Background: an optimization exercise with open tools, aiming at small area, a short achievable clock period and few clock cycles per item. Do not read the settings as production practice.
No functional check of the RTL was part of any run shown here.
Power and IR drop assume default switching activity.

==> design.v <==
package tconv_pkg;
  localparam int OMAP_W       = 14;
  localparam int OMAP_SEL_MSB = 13;
  localparam int OMAP_SEL_LSB = 10;
  localparam int OMAP_ADDR_W  = 9;
  localparam int OMAP_SEL_W   = OMAP_SEL_MSB - OMAP_SEL_LSB + 1;
  localparam int TGT_W = OMAP_SEL_W + OMAP_ADDR_W;
  localparam int ACC_PIPE_DEPTH = 6;
  typedef enum logic [1:0] {
    ST_IDLE  = 2'd0,
    ST_ISSUE = 2'd1,
    ST_DRAIN = 2'd2
  } sched_state_e;
  typedef struct packed {
    logic             valid;
    logic [TGT_W-1:0] tgt;
  } hist_entry_t;
endpackage
import tconv_pkg::*;
module hazard_window
#(
  parameter int DEPTH  = ACC_PIPE_DEPTH,
  parameter int NPROBE = 1
) (
  input  logic                          clk,
  input  logic                          rst_n,
  input  logic                          push_valid,
  input  logic [TGT_W-1:0]              push_tgt,
  input  logic [NPROBE-1:0][TGT_W-1:0]  probe_tgt,
  output logic [NPROBE-1:0]             hit_next,     
  output logic [NPROBE-1:0]             young_next    
);
  localparam int SLOTS = DEPTH - 2;
  logic [SLOTS-1:0]            hist_v_q;
  logic [SLOTS-1:0][TGT_W-1:0] hist_t_q;
  logic [NPROBE-1:0][SLOTS:0]  m;
  always_ff @(posedge clk or negedge rst_n) begin
    if (!rst_n) hist_v_q <= '0;
    else        hist_v_q <= {hist_v_q[SLOTS-2:0], push_valid};
  end
  always_ff @(posedge clk) begin
    hist_t_q <= {hist_t_q[SLOTS-2:0], push_tgt};
  end
  always_comb begin
    for (int p = 0; p < NPROBE; p++) begin
      m[p][0] = push_valid && (push_tgt == probe_tgt[p]);
      for (int i = 0; i < SLOTS; i++) m[p][i+1] = hist_v_q[i] && (hist_t_q[i] == probe_tgt[p]);
      hit_next[p]   = |m[p];
      young_next[p] = |m[p][SLOTS-1:0];
    end
  end
endmodule
import tconv_pkg::*;
module accum_drain_scheduler
#(
  parameter int DW        = 16,
  parameter int NUM_COLS  = 16,
  parameter int HAZ_DEPTH = ACC_PIPE_DEPTH
) (
  input  logic                       clk,
  input  logic                       rst_n,
  input  logic                       vec_valid,
  output logic                       vec_ready,
  input  logic [NUM_COLS*DW-1:0]     vec_flat,
  input  logic [NUM_COLS-1:0]        cmap,
  input  logic [NUM_COLS*OMAP_W-1:0] omap_flat,
  output logic [DW-1:0]              partial_out,
  output logic [3:0]                 col_id,
  output logic                       partial_valid,
  output logic [NUM_COLS-1:0]        cmap_out,
  output logic [NUM_COLS*OMAP_W-1:0] omap_out,
  output logic                       busy,
  output logic                       done,
  output logic [15:0]                stall_cnt
);
  localparam int NC = NUM_COLS;
  function automatic logic [TGT_W-1:0] tgt_of(input logic [OMAP_W-1:0] e);
    tgt_of = {e[OMAP_SEL_MSB:OMAP_SEL_LSB], e[OMAP_ADDR_W-1:0]};
  endfunction
  function automatic logic [NC-1:0] lowest(input logic [NC-1:0] m);
    logic [NC-1:0] r;
    logic          seen;
    r = '0;
    seen = 1'b0;
    for (int i = 0; i < NC; i++) begin
      r[i] = m[i] & ~seen;
      seen = seen | m[i];
    end
    lowest = r;
  endfunction
  function automatic logic [NC-1:0] rr_next(input logic [NC-1:0] p, input logic [NC-1:0] s);
    logic [NC-1:0]   above;
    logic [2*NC-1:0] l;
    logic            seen;
    seen = 1'b0;
    for (int i = 0; i < NC; i++) begin
      above[i] = seen;
      seen = seen | p[i];
    end
    l = '0;
    seen = 1'b0;
    for (int i = 0; i < 2*NC; i++) begin
      l[i] = ((i < NC) ? (s[i] & above[i]) : s[i-NC]) & ~seen;
      seen = seen | l[i];
    end
    rr_next = l[NC-1:0] | l[2*NC-1:NC];
  endfunction
  function automatic logic [3:0] enc(input logic [NC-1:0] oh);
    logic [3:0] r;
    r = '0;
    for (int i = 0; i < NC; i++) if (oh[i]) r = r | 4'(i);
    enc = r;
  endfunction
  logic [NC*DW-1:0]     vec_q;
  logic [NC-1:0]        cmap_q;
  logic [NC*OMAP_W-1:0] omap_q;
  logic [NC-1:0]        pend_q, pend_d;    
  logic [NC-1:0]        nx_q, nx_d;        
  logic                 c_v_q, c_v_d;
  logic                 c_old_q, c_old_d;  
  logic [3:0]           c_col_q, c_col_d;
  logic [TGT_W-1:0]     c_tgt_q, c_tgt_d;
  logic                 hit_q, hit_d;      
  logic                 young_q, young_d;  
  logic [3:0]           in_col_q;
  logic [TGT_W-1:0]     in_tgt_q;
  logic [NC-1:0]        in_nx_q;
  logic                 in_zero_q, in_le1_q;
  logic                 ready_q, ready_d;
  logic                 busy_q, busy_d;
  logic                 zpend_q, zpend_d;
  logic [6:0]           tok_q, tok_d;
  logic                 done_q;
  logic [DW-1:0]        out_q;
  logic [3:0]           col_q;
  logic                 pv_q;
  logic [15:0]          stall_q;
  logic fire, accept;
  assign fire   = c_v_q & ~hit_q;
  assign accept = ready_q & vec_valid;
  logic [NC-1:0]    in_oh;
  logic [TGT_W-1:0] in_tgt;
  always_comb begin
    in_oh  = lowest(cmap);
    in_tgt = '0;
    for (int i = 0; i < NC; i++) begin
      in_tgt = in_tgt | ({TGT_W{in_oh[i]}} & tgt_of(omap_flat[i*OMAP_W +: OMAP_W]));
    end
  end
  always_ff @(posedge clk) begin
    in_col_q  <= enc(in_oh);
    in_tgt_q  <= in_tgt;
    in_nx_q   <= lowest(cmap & ~in_oh);
    in_zero_q <= (cmap == '0);
    in_le1_q  <= ((cmap & ~in_oh) == '0);
  end
  logic [NC-1:0]    c_oh, in_oh_q, n2;
  logic [TGT_W-1:0] nx_tgt;
  logic [DW-1:0]    c_dat;
  logic             p_any, n2_any;
  always_comb begin
    for (int i = 0; i < NC; i++) begin
      c_oh[i]    = (c_col_q == 4'(i));
      in_oh_q[i] = (in_col_q == 4'(i)) & ~in_zero_q;
    end
    nx_tgt = '0;
    c_dat  = '0;
    for (int i = 0; i < NC; i++) begin
      nx_tgt = nx_tgt | ({TGT_W{nx_q[i]}} & tgt_of(omap_q[i*OMAP_W +: OMAP_W]));
      c_dat  = c_dat  | ({DW{c_oh[i]}} & vec_q[i*DW +: DW]);
    end
    p_any  = (nx_q != '0);
    n2_any = ((pend_q & ~nx_q) != '0);
    n2     = rr_next(nx_q, pend_q & ~nx_q);
  end
  localparam int PR_C = 0, PR_NX = 1, PR_IN = 2;
  logic [2:0] hitn, youngn;
  hazard_window #(
    .DEPTH  (HAZ_DEPTH),
    .NPROBE (3)
  ) u_hazard_window (
    .clk        (clk),
    .rst_n      (rst_n),
    .push_valid (fire),
    .push_tgt   (c_tgt_q),
    .probe_tgt  ({in_tgt_q, nx_tgt, c_tgt_q}),
    .hit_next   (hitn),
    .young_next (youngn)
  );
  logic c_free, take, last_fire, zins;
  always_comb begin
    c_free    = ~c_v_q | fire;
    take      = p_any & (fire | (c_v_q & ~c_old_q & young_q));
    last_fire = fire & (c_old_q | ~p_any);
    c_v_d   = c_v_q;
    c_old_d = c_old_q;
    c_col_d = c_col_q;
    c_tgt_d = c_tgt_q;
    hit_d   = hitn[PR_C];
    young_d = youngn[PR_C];
    pend_d  = pend_q;
    nx_d    = nx_q;
    if (accept) begin
      if (!c_free) begin
        c_old_d = 1'b1;
        pend_d  = cmap;
        nx_d    = in_oh_q;
      end else begin
        c_v_d   = ~in_zero_q;
        c_old_d = 1'b0;
        c_col_d = in_col_q;
        c_tgt_d = in_tgt_q;
        hit_d   = hitn[PR_IN];
        young_d = youngn[PR_IN];
        pend_d  = cmap & ~in_oh_q;
        nx_d    = in_nx_q;
      end
    end else if (take) begin
      c_v_d   = 1'b1;
      c_old_d = 1'b0;
      c_col_d = enc(nx_q);
      c_tgt_d = nx_tgt;
      hit_d   = hitn[PR_NX];
      young_d = youngn[PR_NX];
      if (fire) begin
        pend_d = pend_q & ~nx_q;
        nx_d   = n2;
      end else begin
        pend_d = (pend_q & ~nx_q) | c_oh;
        nx_d   = n2_any ? n2 : c_oh;
      end
    end else if (fire) begin
      c_v_d   = 1'b0;
      c_old_d = 1'b0;
    end
    zins    = (accept & in_zero_q & ~c_v_q) | (zpend_q & ~c_v_q);
    zpend_d = zpend_q ? c_v_q : (accept & in_zero_q & c_v_q);
    tok_d   = {tok_q[5:0], last_fire | zins};
    busy_d  = c_v_d | zpend_d | (tok_d != '0);
    ready_d = vec_valid & ~accept & ~zpend_d & (~p_any | (fire & ~n2_any));
  end
  always_ff @(posedge clk or negedge rst_n) begin
    if (!rst_n) begin
      cmap_q  <= '0;
      omap_q  <= '0;
    end else if (accept) begin
      cmap_q  <= cmap;
      omap_q  <= omap_flat;
    end
  end
  always_ff @(posedge clk) begin
    if (accept) vec_q <= vec_flat;
  end
  always_ff @(posedge clk or negedge rst_n) begin
    if (!rst_n) begin
      pend_q  <= '0;
      nx_q    <= '0;
      c_v_q   <= 1'b0;
      c_old_q <= 1'b0;
      hit_q   <= 1'b0;
      young_q <= 1'b0;
      ready_q <= 1'b0;
      busy_q  <= 1'b0;
      zpend_q <= 1'b0;
      tok_q   <= '0;
      done_q  <= 1'b0;
      pv_q    <= 1'b0;
      stall_q <= '0;
    end else begin
      pend_q  <= pend_d;
      nx_q    <= nx_d;
      c_v_q   <= c_v_d;
      c_old_q <= c_old_d;
      hit_q   <= hit_d;
      young_q <= young_d;
      ready_q <= ready_d;
      busy_q  <= busy_d;
      zpend_q <= zpend_d;
      tok_q   <= tok_d;
      done_q  <= tok_q[6];
      pv_q    <= fire;
      if (c_v_q && hit_q && (stall_q != 16'hFFFF)) stall_q <= stall_q + 16'd1;
    end
  end
  always_ff @(posedge clk) begin
    c_col_q <= c_col_d;
    c_tgt_q <= c_tgt_d;
    col_q   <= c_col_q;
    if (!c_old_q) out_q <= c_dat;
  end
  assign vec_ready     = ready_q;
  assign busy          = busy_q;
  assign partial_out   = out_q;
  assign col_id        = col_q;
  assign partial_valid = pv_q;
  assign done          = done_q;
  assign stall_cnt     = stall_q;
  assign cmap_out      = cmap_q;
  assign omap_out      = omap_q;
endmodule
==> flow/run.sh <==
#!/bin/bash
# Standard layout, but the port buffers are the platform's smallest buffer instead of the
# delay buffer buffer_ports picks by default; repair still resizes any that need it.
set -euo pipefail
cd "$(dirname "$0")/.."
bash standard.sh BUFFER_PORTS_ARGS="-buffer_cell sky130_fd_sc_hd__buf_1" finish > run_standard.log 2>&1
==> standard.sh <==
#!/bin/bash
# synth_recipe.tcl (not shown) runs the flow's synth.tcl, then flattens the netlist and writes it again
# the make line also repeats each setting of config.mk as NAME=value (left out here)
make -C /OpenROAD-flow-scripts/flow DESIGN_CONFIG=/design/flow/config.mk WORK_HOME=/design/flow/orfs CLKGATE_MAP_FILE= SYNTH_SCRIPT=/design/flow/synth_recipe.tcl "${@:-finish}"
==> config.mk <==
export PLATFORM = sky130hd
export DESIGN_NAME = accum_drain_scheduler
export DESIGN_NICKNAME = accum_drain_scheduler
export VERILOG_FILES = /design/flow/design.v
export SDC_FILE = /design/flow/constraint.sdc
export NUM_CORES = 4
export LEC_CHECK = 0
export ABC_CLOCK_PERIOD_IN_PS = 2000
export CAP_MARGIN = 20
export CORE_MARGIN = 2
export CORE_UTILIZATION = 40
export SETUP_SLACK_MARGIN = 3.8
export SLEW_MARGIN = 20
==> constraint.sdc <==
create_clock -name core_clock -period 6.0 [get_ports {clk}]
set_input_delay 1.2000 -clock core_clock [delete_from_list [all_inputs] [get_ports {clk}]]
set_output_delay 1.2000 -clock core_clock [all_outputs]
set_load 0.01 [all_outputs]
==> metrics.cfg, run 1 <==
[status]
status = finished clean

[worst_setup_path]
cp.arrival_ps = 3780
cp-start-kind = primary input
required_ps = 6580
r2r_setup_slack_ps = 3050
worst-path-max-fanout = 7
worstSetupPathType = primary input to register
end_kind = register

[yosys]
syn_nets = 3319
async_reset_ff_frac = 0.4482
ys_ff_latch = 685
synth_cells = 2819
synth.area.top_cells = edfxtp_1 (29%), dfrtp_1 (26%), nand2_1 (10%)
synth_cell_types = 69
avgSynthCellArea_sq_um = 10.61
ys_seq_area_frac = 0.6064
synth_top_cell_by_area = edfxtp_1
synth-edff-count = 289
ys.flop_type = dfrtp_1
synth_top_area_frac = 0.2901
netlist_area_sq_mm = 0.02992
yosys_warnings = 2

[grt]
antenna_found_initial = 33
grt_max_degree = 101
track_usage = 0.3811
overflow = 0
grt_pass1_wl_microns = 209200
grt_pass1_vias = 27690

[clocking]
cts_made_buffers = 77
insertion_delay_ps = 650
h-tree-depth = 3
cts_sinks = 685
clockBufferDepth = 3
hold_buffers = 0
cts_root_buffer = clkbuf_16
cts.clk_slew.worst_paths_ps = 60
cts_tree = done

[detailed_routing]
wl_per_cell_microns = 31.45
drt_iter0_drc = 3712
drc_errors = 0
dr.pass1.iters = 8
wl_microns = 152200
vias = 29040
antenna_left = 0
viasPerCell = 6.000

[sta]
setup_viol = 0
clock_skew_ps = 45.94
maxSlewHeadroom = 0.4171
final_hold_viol_count = 0
period_share = 0.5327
worstMarginPinSlew_ps = 874.3
rsz0062_at_grt = yes
slew_viol_final = 0
setup_tns_ps = 0
min_period_ps = 3196
clock.fmax_mhz = 312.9

[final_layout]
fin_area_sq_mm = 0.04219
drive_above_1_share = 0.2696
area_delta_synth_final_pct = 41.03
nets = 4286
final_cell_mix = nand2_1 (803), buf_1 (495), edfxtp_1 (289)
final_common_cell = nand2_1

[worst_hold_path]
hold_path.class = register to register

[job]
max_cap_violations = 0

[floorplan]
die-area_sq_mm = 0.07700
coreArea_sq_mm = 0.07420
fp-row-count = 100
fp.dieW_microns = 277.5
initial_core_util = 0.4032
io_pins = 779
die_y_microns = 277.5

[power_and_ir_drop]
p_per_area_mw_per_mm2 = 547.5
ir_drop_mv = 0.2784
leakagePower_nw = 17.69

[placed_design]
port_buffers = 778
gp_congestion = 1.020
post-dp-hpwl_microns = 109700
dpl_cell_area_sq_mm = 0.03406

per-layer routing:
layer,GRT usage,vias up,share of wire
met5,0,-,0.00091
met4,0.2582,22,0.082
met3,0.1012,574,0.11
met2,0.5994,2046,0.45
met1,0.4593,14240,0.35
li1,-,12160,-
final timing paths:
kind,from,endpoint,depth (start not counted)
max,cmap[2],in_col_q[0],11
min,tok_q[6],done_q,0
max reg2reg,nx_q[5],hit_q,11
min reg2reg,tok_q[6],done_q,0
max in group asynchronous,rst_n,omap_q[29],2
min in group asynchronous,rst_n,omap_q[181],1
synth_stat cells (59+ instances only):
cell type / n
o21ai_0: 80
xnor2_1: 104
edfxtp_1: 289
clkbuf_1: 188
nand4_1: 59
dfrtp_1: 307
dfxtp_1: 89
nor2_1: 88
a21oi_1: 70
nand2_1: 830
xor2_1: 96
a221oi_1: 158
a22o_1: 119
metrics by stage:
stage	total power, mW	utilization	cells	hold slack [ps]	worst slack (ps)
2_1_floorplan	11.52	-	2819	331.2	2198
3_3_place_gp	14.41	0.4590	4419	337.7	1419
3_5_place_dp	14.43	0.4590	4419	336.3	1382
4_1_cts	21.86	0.5487	4742	344.5	2576
5_1_grt	23.83	0.5685	4835	349.7	2761
6_report	23.10	0.5687	4840	345.4	2804
flip-flops by register name, indices dropped and copies added, names as in the netlist, 7 cells and up:
name,flops
in_tgt_q,13
nx_q,16
stall_q,16
in_nx_q,15
cmap_q,16
omap_q,224
u_hazard_window.hist_t_q,52
out_q,16
c_tgt_q,13
vec_q,256
tok_q,7
pend_q,16
repair_timing:
action                                  CTS  global route
endpoints found under the setup margin  894           578
gates resized for setup                 757           206
gates cloned                             11             4
buffers inserted                        169            73
pin swaps                                60            70
kinds of logic after synthesis:
group,count (synthesis),share of synthesized area
AND/OR/NAND/NOR,1171,0.1683
adder cells (fa/ha/maj),1,0.0004182
buffers and inverters,221,0.02852
AO/OA/AOI/OAI,540,0.1374
XOR/XNOR,200,0.05855
flip-flops,685,0.6064
multiplexers,1,0.0003764
area by class of cell:
cell class | count | area [sq um]
Tap cell | 969 | 1212
Sequential cell | 685 | 18250
Clock inverter | 36 | 514.2
Inverter | 15 | 72.57
Timing Repair Buffer | 1088 | 7358
Clock buffer | 107 | 2260
Multi-Input combinational cell | 1918 | 12460
Fill cell | 6404 | 32000
Antenna cell | 21 | 52.55
Timing Repair inverter | 1 | 8.758
power breakdown:
group	switching, mW	total, mW	internal, mW	leakage, nW
Sequential	1.62	7.84	6.22	7.27
Combinational	5.49	10.1	4.63	9.07
Clock	2.13	5.15	3.02	1.36
critical path, cell delays in order:
cell       delay, ps
buf_6             90
buf_6            110
or3_4            340
or4_4            430
or3_4            350
or3_4            360
nor3_4           170
buf_12           150
and4b_4          390
a2111oi_4         90
nand2_1           90
==> inputs of run 2 (changes only) <==
--- a/config.mk
+++ b/config.mk
@@ -5,9 +5,9 @@
 export SDC_FILE = /design/flow/constraint.sdc
 export NUM_CORES = 4
 export LEC_CHECK = 0
-export ABC_CLOCK_PERIOD_IN_PS = 2000
+export ABC_CLOCK_PERIOD_IN_PS = 2500
 export CAP_MARGIN = 20
 export CORE_MARGIN = 2
 export CORE_UTILIZATION = 40
-export SETUP_SLACK_MARGIN = 3.8
+export SETUP_SLACK_MARGIN = 3.6
 export SLEW_MARGIN = 20
==> metrics.cfg, run 2 <==
[sta]
maxSlewHeadroom = 0.1546
slew_viol_final = 0
min_period_ps = 3236
setup_tns_ps = 0
clock_skew_ps = 60.12
clock.fmax_mhz = 309.0
rsz0062_at_grt = yes
period_share = 0.5393
setup_viol = 0
final_hold_viol_count = 0
worstMarginPinSlew_ps = 1255

[grt]
met1_usage = 0.4608
busiest_layer = met2
met3_usage = 0.09593
grtUsageMet2 = 0.5914
grt_max_degree = 131
overflow = 0
track_usage = 0.3786
antenna_found_initial = 30
grt_pass1_wl_microns = 207600
grt_pass1_vias = 27890

[clocking]
insertion_delay_ps = 670
cts_root_buffer = clkbuf_16
cts_tree = done
cts.clk_slew.worst_paths_ps = 60
h-tree-depth = 3
cts_made_buffers = 77
cts_sinks = 685
clockBufferDepth = 3

[detailed_routing]
vias = 29050
antenna_left = 0
drc_errors = 0
drt_iter0_drc = 3803
viasPerCell = 5.944
wl_per_cell_microns = 31.03
dr.pass1.iters = 7
wl_microns = 151700

[final_layout]
fin_area_sq_mm = 0.04208
final_common_cell = nand2_1
nets = 4325
reg.largest.list = vec_q x256, omap_q x224, u_hazard_window.hist_t_q x52
largest_reg_flops = 256
drive_above_1_share = 0.2641
n_fill_cell = 6371
top_register = vec_q
area_delta_synth_final_pct = 40.66
final_cell_mix = nand2_1 (807), buf_1 (524), edfxtp_1 (289)

[yosys]
synth_top_area_frac = 0.2901
yosysMostFrequentCell = nand2_1
synthSimpleGateAreaFrac = 0.1683
synth.area.top_cells = edfxtp_1 (29%), dfrtp_1 (26%), nand2_1 (10%)
synth_cells = 2819
avgSynthCellArea_sq_um = 10.61
synth_compound_area_frac = 0.1374
yosys_warnings = 2
synth-edff-count = 289
yosys-top-cells-count = nand2_1 (830), dfrtp_1 (307), edfxtp_1 (289)
synth_adder_area_share = 0.0004182
synth_top_family_by_area = simple AND/OR/NAND/NOR gates
synth_cell_types = 69
synth_mux_area_frac = 0.0003764
synth_xor_area_frac = 0.05855
syn_nets = 3319
ys_seq_area_frac = 0.6064
ys.flop_type = dfrtp_1
synth_top_cell_by_area = edfxtp_1
ys_ff_latch = 685
async_reset_ff_frac = 0.4482
netlist_area_sq_mm = 0.02992

[worst_hold_path]
hold_path.class = register to register

[worst_setup_path]
worstSetupPathType = primary input to register
cp.arrival_ps = 3820
cp-start-kind = primary input
worst-path-max-fanout = 7
required_ps = 6580
end_kind = register

[placed_design]
dpl_cell_area_sq_mm = 0.03405
port_buffers = 778
gp_congestion = 1.033
post-dp-hpwl_microns = 108600

[floorplan]
die_y_microns = 277.5
initial_core_util = 0.4032
fp-row-count = 100
io_pins = 779
fp.dieW_microns = 277.5
coreArea_sq_mm = 0.07420
die-area_sq_mm = 0.07700

[status]
status = finished clean

[power_and_ir_drop]
ir_drop_mv = 0.2610
p_per_area_mw_per_mm2 = 546.6
leakagePower_nw = 17.65

[job]
max_cap_violations = 0

==> run 2: cell count changes in the layout (fill, tap and decap cells not counted), sizes merged <==
cell | previous run | this run
buf | 1029 | 1085
bufinv | 8 | 3
clkbuf | 165 | 147
clkinv | 19 | 28
diode | 21 | 29
inv | 21 | 19
nor2 | 90 | 89
==> run 2: cells by family after synthesis <==
family | count (synthesis)
buffers and inverters | 221
AO/OA/AOI/OAI | 540
flip-flops | 685
XOR/XNOR | 200
AND/OR/NAND/NOR | 1171
multiplexers | 1
adder cells (fa/ha/maj) | 1
==> run 2: final cells by class <==
class | instances | area [sq um] | share of cell area
sequential | 685 | 18250 | 0.4336
timing repair buffer | 1127 | 7410 | 0.1761
clock inverter | 37 | 441.7 | 0.01050
multi-input combinational | 1917 | 12450 | 0.2959
inverter | 15 | 72.57 | 0.001725
clock buffer | 106 | 2156 | 0.05123
timing repair inverter | 2 | 17.52 | 0.0004163
tap | 969 | 1212 | 0.02881
antenna | 29 | 72.57 | 0.001725
==> run 2: worst paths after layout <==
path	start	to	slack, ps	depth (start not counted)
hold reg to reg	tok_q[6]	done_q	360	0
setup / recovery	cmap[2]	in_tgt_q[0]	2760	11
setup reg to reg	nx_q[6]	hit_q	3120	10
max in group asynchronous	rst_n	omap_q[31]	4090	2
hold / removal	tok_q[6]	done_q	360	0
min in group asynchronous	rst_n	omap_q[79]	560	1
==> run 2: critical path: stages <==
cell and delay, ps:
buf_1 80, buf_6 120, or3_4 340, or4_4 430, or3_4 350, or3_4 380, nor3_4 170, buf_6 170
and4b_4 400, nand2_2 80, nand3_2 90
==> run 2: through the flow <==
stage / total power [mW] / instances / hold slack (ps) / util / setup slack, ps
global route: 23.68 / 4877 / 370.5 / 0.5668 / 2756
finish: 23.00 / 4887 / 361.3 / 0.5671 / 2764
detailed placement: 14.36 / 4422 / 352.2 / 0.4589 / 1440
CTS: 21.75 / 4796 / 371.1 / 0.5486 / 2572
global placement: 14.35 / 4422 / 350.2 / 0.4589 / 1465
floorplan: 11.24 / 2819 / 331.2 / - / 2198
==> run 2: routing by layer <==
layer	part of all wire	up-vias	routed length (microns)
met5	0.00026	-	40
met4	0.086	6	13110
met3	0.11	602	16440
met2	0.45	2154	68260
met1	0.35	14080	53800
li1	-	12210	-
==> run 2: repair_timing <==
action                     CTS  global route
setup buffers              221            60
resized for setup          694           214
pin swaps                   68            71
setup endpoints to repair  844           419
cloned                      10             2
hold buffers                 0             0
hold endpoints to repair     0             0
==> run 2: power by group <==
group / internal, mW / switching, mW / total, mW
clock network: 2.70 / 2.11 / 4.81
registers: 6.22 / 1.55 / 7.77
logic: 4.76 / 5.66 / 10.4
==> inputs of run 3 (changes only) <==
--- a/design.v
+++ b/design.v
@@ -125,7 +125,7 @@
   logic [3:0]           in_col_q;
   logic [TGT_W-1:0]     in_tgt_q;
   logic [NC-1:0]        in_nx_q;
-  logic                 in_zero_q, in_le1_q;
+  logic                 in_zero_q;
   logic                 ready_q, ready_d;
   logic                 busy_q, busy_d;
   logic                 zpend_q, zpend_d;
@@ -138,30 +138,29 @@
   logic fire, accept;
   assign fire   = c_v_q & ~hit_q;
   assign accept = ready_q & vec_valid;
-  logic [NC-1:0]    in_oh;
+  logic [NC-1:0]    in_oh_q;
   logic [TGT_W-1:0] in_tgt;
+  logic             seen_q;
   always_comb begin
-    in_oh  = lowest(cmap);
     in_tgt = '0;
     for (int i = 0; i < NC; i++) begin
-      in_tgt = in_tgt | ({TGT_W{in_oh[i]}} & tgt_of(omap_flat[i*OMAP_W +: OMAP_W]));
+      in_tgt = in_tgt | ({TGT_W{in_oh_q[i]}} & tgt_of(omap_flat[i*OMAP_W +: OMAP_W]));
     end
   end
   always_ff @(posedge clk) begin
-    in_col_q  <= enc(in_oh);
+    in_oh_q   <= lowest(cmap);
+    in_col_q  <= enc(lowest(cmap));
     in_tgt_q  <= in_tgt;
-    in_nx_q   <= lowest(cmap & ~in_oh);
+    in_nx_q   <= lowest(cmap & ~lowest(cmap));
     in_zero_q <= (cmap == '0);
-    in_le1_q  <= ((cmap & ~in_oh) == '0);
   end
-  logic [NC-1:0]    c_oh, in_oh_q, n2;
+  logic [NC-1:0]    c_oh, n2;
   logic [TGT_W-1:0] nx_tgt;
   logic [DW-1:0]    c_dat;
   logic             p_any, n2_any;
   always_comb begin
     for (int i = 0; i < NC; i++) begin
       c_oh[i]    = (c_col_q == 4'(i));
-      in_oh_q[i] = (in_col_q == 4'(i)) & ~in_zero_q;
     end
     nx_tgt = '0;
     c_dat  = '0;
@@ -237,7 +236,7 @@
     zpend_d = zpend_q ? c_v_q : (accept & in_zero_q & c_v_q);
     tok_d   = {tok_q[5:0], last_fire | zins};
     busy_d  = c_v_d | zpend_d | (tok_d != '0);
-    ready_d = vec_valid & ~accept & ~zpend_d & (~p_any | (fire & ~n2_any));
+    ready_d = vec_valid & ~accept & seen_q & ~zpend_d & (~p_any | (fire & ~n2_any));
   end
   always_ff @(posedge clk or negedge rst_n) begin
     if (!rst_n) begin
@@ -260,6 +259,7 @@
       hit_q   <= 1'b0;
       young_q <= 1'b0;
       ready_q <= 1'b0;
+      seen_q  <= 1'b0;
       busy_q  <= 1'b0;
       zpend_q <= 1'b0;
       tok_q   <= '0;
@@ -274,6 +274,7 @@
       hit_q   <= hit_d;
       young_q <= young_d;
       ready_q <= ready_d;
+      seen_q  <= vec_valid & ~accept;
       busy_q  <= busy_d;
       zpend_q <= zpend_d;
       tok_q   <= tok_d;
--- a/config.mk
+++ b/config.mk
@@ -9,5 +9,5 @@
 export CAP_MARGIN = 20
 export CORE_MARGIN = 2
 export CORE_UTILIZATION = 40
-export SETUP_SLACK_MARGIN = 3.6
+export SETUP_SLACK_MARGIN = 3.2
 export SLEW_MARGIN = 20
==> metrics.cfg, run 3 <==
[status]
status = finished clean

[worst_setup_path]
cp.arrival_ps = 3440
r2r_cells = 12
max_stage_delay_ps = 430
timing.rr.end = hit_q
r2r_setup_slack_ps = 3020
worst-path-max-fanout = 6
timing.rr.start = nx_q[2]
required_ps = 6460
critical_path.most_common_cell = buf_12
worstSetupPathType = register to register
end_kind = register
cp_slowest_cell = dfrtp_2
crit_chain = buf_12 -> buf_4 -> buf_12 -> a22o_1 -> a221oi_2 -> and4_4 -> xor2_2 -> nand4_1 -> nor4_2 -> or3_1 -> o31ai_1 -> o2111ai_1
cp-start-kind = register

[sta]
clock.fmax_mhz = 335.3
period_share = 0.4970
slew_viol_final = 0
setup_viol = 0
maxSlewHeadroom = 0.2541
worst_slack_ps = 3018
hold-worst-slack_ps = 352.5
min_period_ps = 2982
setup_tns_ps = 0
final_hold_viol_count = 0
rsz0062_at_grt = yes
clock_skew_ps = 50.75
worstMarginPinSlew_ps = 1119

[detailed_routing]
dr.pass1.iters = 6
wl_per_cell_microns = 30.24
drt_iter0_drc = 3713
antenna_left = 0
drc_errors = 0
wl_microns = 140300
viasPerCell = 5.927
vias = 27500

[floorplan]
die_y_microns = 279.0
coreArea_sq_mm = 0.07470
io_pins = 779
initial_core_util = 0.4051
fp.dieW_microns = 279.0
die-area_sq_mm = 0.07786
fp-row-count = 100

[yosys]
avgSynthCellArea_sq_um = 10.86
synth_cell_types = 70
ys_ff_latch = 702
netlist_area_sq_mm = 0.03026
ys.flop_type = dfrtp_1
yosys-top-cells-count = nand2_1 (801), dfrtp_1 (308), edfxtp_1 (289)
yosysMostFrequentCell = nand2_1
synth_cells = 2785
synth.area.top_cells = edfxtp_1 (29%), dfrtp_1 (25%), nand2_1 (9.9%)
synth_top_cell_by_area = edfxtp_1
synth_top_area_frac = 0.2868
syn_nets = 3285
yosys_warnings = 2
synth-edff-count = 289
async_reset_ff_frac = 0.4387
ys_seq_area_frac = 0.6110

[clocking]
insertion_delay_ps = 660
cts.clk_slew.worst_paths_ps = 60
clockBufferDepth = 3
cts_tree = done
h-tree-depth = 3
cts_sinks = 702
cts_made_buffers = 78
cts_root_buffer = clkbuf_16

[placed_design]
port_buffers = 778
post-dp-hpwl_microns = 101600
gp_congestion = 1.006
dpl_worst_slack_ps = 2324

[grt]
antenna_found_initial = 35
grt_pass1_vias = 26180
busiest_layer = met2
track_usage = 0.3487
grtUsageMet2 = 0.5542
grt_max_degree = 178
grt_pass1_wl_microns = 193100
overflow = 0
met1_usage = 0.4427
met3_usage = 0.09355

[power_and_ir_drop]
leakagePower_nw = 15.27
ir_drop_mv = 0.3324
p_per_area_mw_per_mm2 = 562.8

[final_layout]
final_cell_mix = nand2_1 (796), buf_1 (773), dfrtp_1 (297)
area_delta_synth_final_pct = 26.03
final_common_cell = nand2_1
largest_reg_flops = 256
top_register = vec_q
nets = 4081
drive_above_1_share = 0.1021
n_fill_cell = 6879
reg.largest.list = vec_q x256, omap_q x224, u_hazard_window.hist_t_q x52

[worst_hold_path]
whs_path_depth = 0
whs_endpoint = done_q
hold_path.class = register to register
hold_start = tok_q[6]

[job]
max_cap_violations = 0

==> run 3: cell count changes after synthesis, sizes merged, moves of 16 or more <==
cell    delta
a22o      +49
o21ai     -48
a22oi     -31
nand2     -29
a221oi    +23
nand3     -18
dfxtp     +16
==> run 3: stage by stage <==
| step | area, sq um | instances | power, mW | util |
|---|---|---|---|---|
| floorplan | 30400 | 2785 | 11.69 | - |
| global placement | 34280 | 4397 | 15.02 | 0.4589 |
| detailed placement | 34280 | 4397 | 15.03 | 0.4589 |
| CTS | 37630 | 4585 | 20.73 | 0.5038 |
| global route | 38120 | 4632 | 22.25 | 0.5103 |
| finish | 38130 | 4639 | 21.46 | 0.5105 |
==> run 3: cell type report <==
cell class / count / area [sq um] / area share
multi-input combinational: 1872 / 11440 / 0.3000
timing repair inverter: 1 / 16.27 / 0.0004265
inverter: 15 / 82.58 / 0.002165
timing repair buffer: 911 / 4173 / 0.1094
antenna: 25 / 62.56 / 0.001641
clock inverter: 33 / 421.7 / 0.01106
clock buffer: 111 / 2211 / 0.05798
sequential: 702 / 18510 / 0.4855
tap: 969 / 1212 / 0.03179
==> run 3: per-layer routing <==
metal	vias up	part of all wire	wire length (microns)
met5	-	0.0011	149
met4	22	0.055	7683
met3	434	0.10	14670
met2	1834	0.46	65030
met1	13530	0.38	52770
li1	11680	-	-
==> run 3: how the worst max path moves through the flow <==
stage | to | slack, ps | start
floorplan | in_nx_q[15] | 2910 | cmap[2]
global placement | nx_q[3] | 2360 | nx_q[9]
detailed placement | nx_q[3] | 2320 | nx_q[9]
CTS | nx_q[9] | 3030 | nx_q[2]
global route | nx_q[13] | 2900 | nx_q[2]
finish | hit_q | 3020 | nx_q[2]
==> run 3: critical path, delay by kind of cell (launching register included) <==
kind	cells	cell delay, ps
AND/OR/NAND/NOR	4	990
XOR/XNOR	1	100
flip-flops	1	430
buffers and inverters	3	410
AO/OA/AOI/OAI	4	830
==> run 3: kinds of logic after synthesis <==
group	Yosys count	synth area share
adder cells (fa/ha/maj)	3	0.001075
AO/OA/AOI/OAI	522	0.1374
multiplexers	5	0.001695
AND/OR/NAND/NOR	1142	0.1642
flip-flops	702	0.6110
buffers and inverters	211	0.02680
XOR/XNOR	200	0.05789
==> run 3: timing repair <==
action,in CTS,in global routing
gates resized for setup,93,54
endpoints found under the setup margin,222,180
pin swaps,23,43
buffers inserted,43,28
cloned,1,1
hold buffers,0,0
==> run 3: where the power goes <==
part / switching [mW] / internal (mW)
registers: 1.71 / 6.41
clock network: 2.10 / 2.82
logic: 5.12 / 3.28
==> inputs of run 4 (changes only) <==
--- a/config.mk
+++ b/config.mk
@@ -9,5 +9,5 @@
 export CAP_MARGIN = 20
 export CORE_MARGIN = 2
 export CORE_UTILIZATION = 40
-export SETUP_SLACK_MARGIN = 3.2
+export SETUP_SLACK_MARGIN = 3.5
 export SLEW_MARGIN = 20
==> metrics.cfg, run 4 <==
[status]
status = finished clean

[placed_design]
port_buffers = 778
dp.cells = 4391
gp_congestion = 1.021
dpl_cell_area_sq_mm = 0.03428
post-dp-hpwl_microns = 98810

[floorplan]
io_pins = 779
fp-row-count = 100
die_y_microns = 279.0
fp.dieW_microns = 279.0
coreArea_sq_mm = 0.07470
die-area_sq_mm = 0.07786
initial_core_util = 0.4051

[worst_setup_path]
end_kind = register
cp.arrival_ps = 3440
max_stage_delay_ps = 500
worstSetupPathType = register to register
required_ps = 6490
cp_slowest_cell = dfrtp_4
crit_chain = buf_4 -> buf_6 -> buf_8 -> a22o_1 -> a221oi_2 -> and4_4 -> buf_6 -> xor2_2 -> nand2_1 -> nor4_2 -> or3_4 -> o31ai_4 -> o2111ai_1
worst-path-max-fanout = 8
critical_path.most_common_cell = buf_6
cp-start-kind = register

[final_layout]
top_register = vec_q
utilization = 0.5250
largest_reg_flops = 256
fin_cells = 4694
reg.largest.list = vec_q x256, omap_q x224, u_hazard_window.hist_t_q x52
final_common_cell = nand2_1
area_delta_synth_final_pct = 29.60
final_cell_mix = nand2_1 (796), buf_1 (718), edfxtp_1 (289)
nets = 4142
drive_above_1_share = 0.1444
n_fill_cell = 6762
fin_area_sq_mm = 0.03922

[yosys]
synth_cell_types = 70
yosys_warnings = 2
yosysMostFrequentCell = nand2_1
syn_nets = 3285
async_reset_ff_frac = 0.4387
ys.flop_type = dfrtp_1
synth_top_area_frac = 0.2868
synth-edff-count = 289
synth_top_cell_by_area = edfxtp_1
synth.area.top_cells = edfxtp_1 (29%), dfrtp_1 (25%), nand2_1 (9.9%)
synth_cells = 2785
avgSynthCellArea_sq_um = 10.86
netlist_area_sq_mm = 0.03026
ys_ff_latch = 702
ys_seq_area_frac = 0.6110
yosys-top-cells-count = nand2_1 (801), dfrtp_1 (308), edfxtp_1 (289)

[detailed_routing]
wl_per_cell_microns = 30.16
dr.pass1.iters = 9
drt_iter0_drc = 3609
viasPerCell = 5.942
antenna_left = 0
drc_errors = 0
vias = 27890
wl_microns = 141600

[sta]
worstMarginPinSlew_ps = 1252
maxSlewHeadroom = 0.1639
final_hold_viol_count = 0
clock.fmax_mhz = 339.3
rsz0062_at_grt = yes
period_share = 0.4912
clock_skew_ps = 64.56
slew_viol_final = 0
setup_tns_ps = 0
min_period_ps = 2947
setup_viol = 0

[clocking]
h-tree-depth = 3
cts.clk_slew.worst_paths_ps = 60
cts_made_buffers = 78
cts_root_buffer = clkbuf_16
cts_tree = done
cts_sinks = 702
insertion_delay_ps = 670
hold_buffers = 0
clockBufferDepth = 3

[grt]
grt_pass1_vias = 26720
antenna_found_initial = 28
track_usage = 0.3506
overflow = 0
grt_max_degree = 149
grt_pass1_wl_microns = 195400

[worst_hold_path]
hold_path.class = register to register

[power_and_ir_drop]
leakagePower_nw = 15.91
p_per_area_mw_per_mm2 = 558.6
ir_drop_mv = 0.2585

[job]
max_cap_violations = 0

==> run 4: cells by family (layout without fill, tap and decap cells) <==
family | Yosys count | count (layout) | synth area share
other | 0 | 20 | 0
AOI/OAI and AO/OA | 522 | 522 | 0.1374
buffers and inverters | 211 | 1128 | 0.02680
xor gates and xnor gates | 200 | 200 | 0.05789
adders and majority gates | 3 | 3 | 0.001075
DFF | 702 | 702 | 0.6110
muxes | 5 | 5 | 0.001695
and+or+nand+nor | 1142 | 1145 | 0.1642
==> run 4: where the power goes <==
group	switching, mW	leakage [nW]	internal (mW)
Combinational	5.31	7.23	3.71
Sequential	1.67	7.43	6.43
Clock	2.12	1.24	2.67
==> run 4: per-layer routing <==
metal / GRT usage / up-vias / wire, microns
met5: 0 / - / 109
met3: 0.09313 / 457 / 15060
met2: 0.5548 / 1869 / 65290
li1: - / 11830 / -
met4: 0.1760 / 16 / 7684
met1: 0.4446 / 13720 / 53420
==> run 4: what timing repair did <==
item	in CTS	in global routing
pin swaps	42	38
gates cloned	7	2
setup endpoints to repair	562	175
buffers inserted	78	53
resized for setup	239	78
==> run 4: final timing paths <==
path                               endpoint  cells after the start  slack [ps]      from
worst max register to register        hit_q                     13        3050   nx_q[0]
min in group asynchronous       omap_q[205]                      1         580     rst_n
worst max-delay path                  hit_q                     13        3050   nx_q[0]
worst min register to register       done_q                      0         360  tok_q[6]
max in group asynchronous           nx_q[1]                      2        3800     rst_n
worst min-delay path                 done_q                      0         360  tok_q[6]
==> run 4: final cells by class <==
cell class	instances	area, sq um	share of cell area
Sequential cell	702	18550	0.4731
Multi-Input combinational cell	1875	11760	0.2999
Timing Repair Buffer	969	4979	0.1270
Clock buffer	106	2168	0.05529
Tap cell	969	1212	0.03092
Clock inverter	37	394.1	0.01005
Inverter	15	82.58	0.002106
Antenna cell	20	50.05	0.001276
Timing Repair inverter	1	16.27	0.0004148
==> run 4: critical path, delay by kind of cell (launching register included) <==
family	cells	cell delay, ps
xor+xnor	1	60
buf+inv	4	560
compound gates	4	760
flops	1	500
simple gates	4	900
==> run 4: through the flow <==
step	hold WS (ps)	power, mW	setup WS, ps
detailed placement	347.7	14.94	2124
global placement	344.5	14.89	2166
finish	358.0	21.91	3053
CTS	349.1	21.05	3078
floorplan	331.2	11.79	2909
global route	360.1	22.66	2979

## port drivers added, routing unchanged
The flow's constraints put no driver on any port. The routed layouts listed below were extracted and timed again, unchanged, in two steps. Step 1: set_driving_cell puts a clkbuf_16 on clk and a buf_2 on each other input, an assumption about the parent block. Step 2 times the ports against the registers' clock, not the clock port: input delays grow and output delays shrink by t, the midpoint of the rising clock arrivals with the driver on. Slacks: no drivers / after step 1 / after step 2; pairs: no drivers / after step 1.
run	t (ns)	setup slack, ns	hold WS [ns]	worst setup path at the end	worst slew at a driven data input, ns
run 1	0.692	2.804 / 2.827 / 2.135	0.345 / 0.345 / 0.345	input to register	0.18
run 2	0.696	2.764 / 2.801 / 2.105	0.361 / 0.361 / 0.361	input to register	0.19
run 3	0.709	3.018 / 3.018 / 2.479	0.352 / 0.352 / 0.352	input to register	0.19
run 4	0.693	3.053 / 3.053 / 2.746	0.358 / 0.358 / 0.358	input to register	0.19
After both steps setup and hold are still met in every run listed. The setup slack of run 1, which loses most, moves by +0.023 ns with the drivers and by -0.669 ns with both steps.
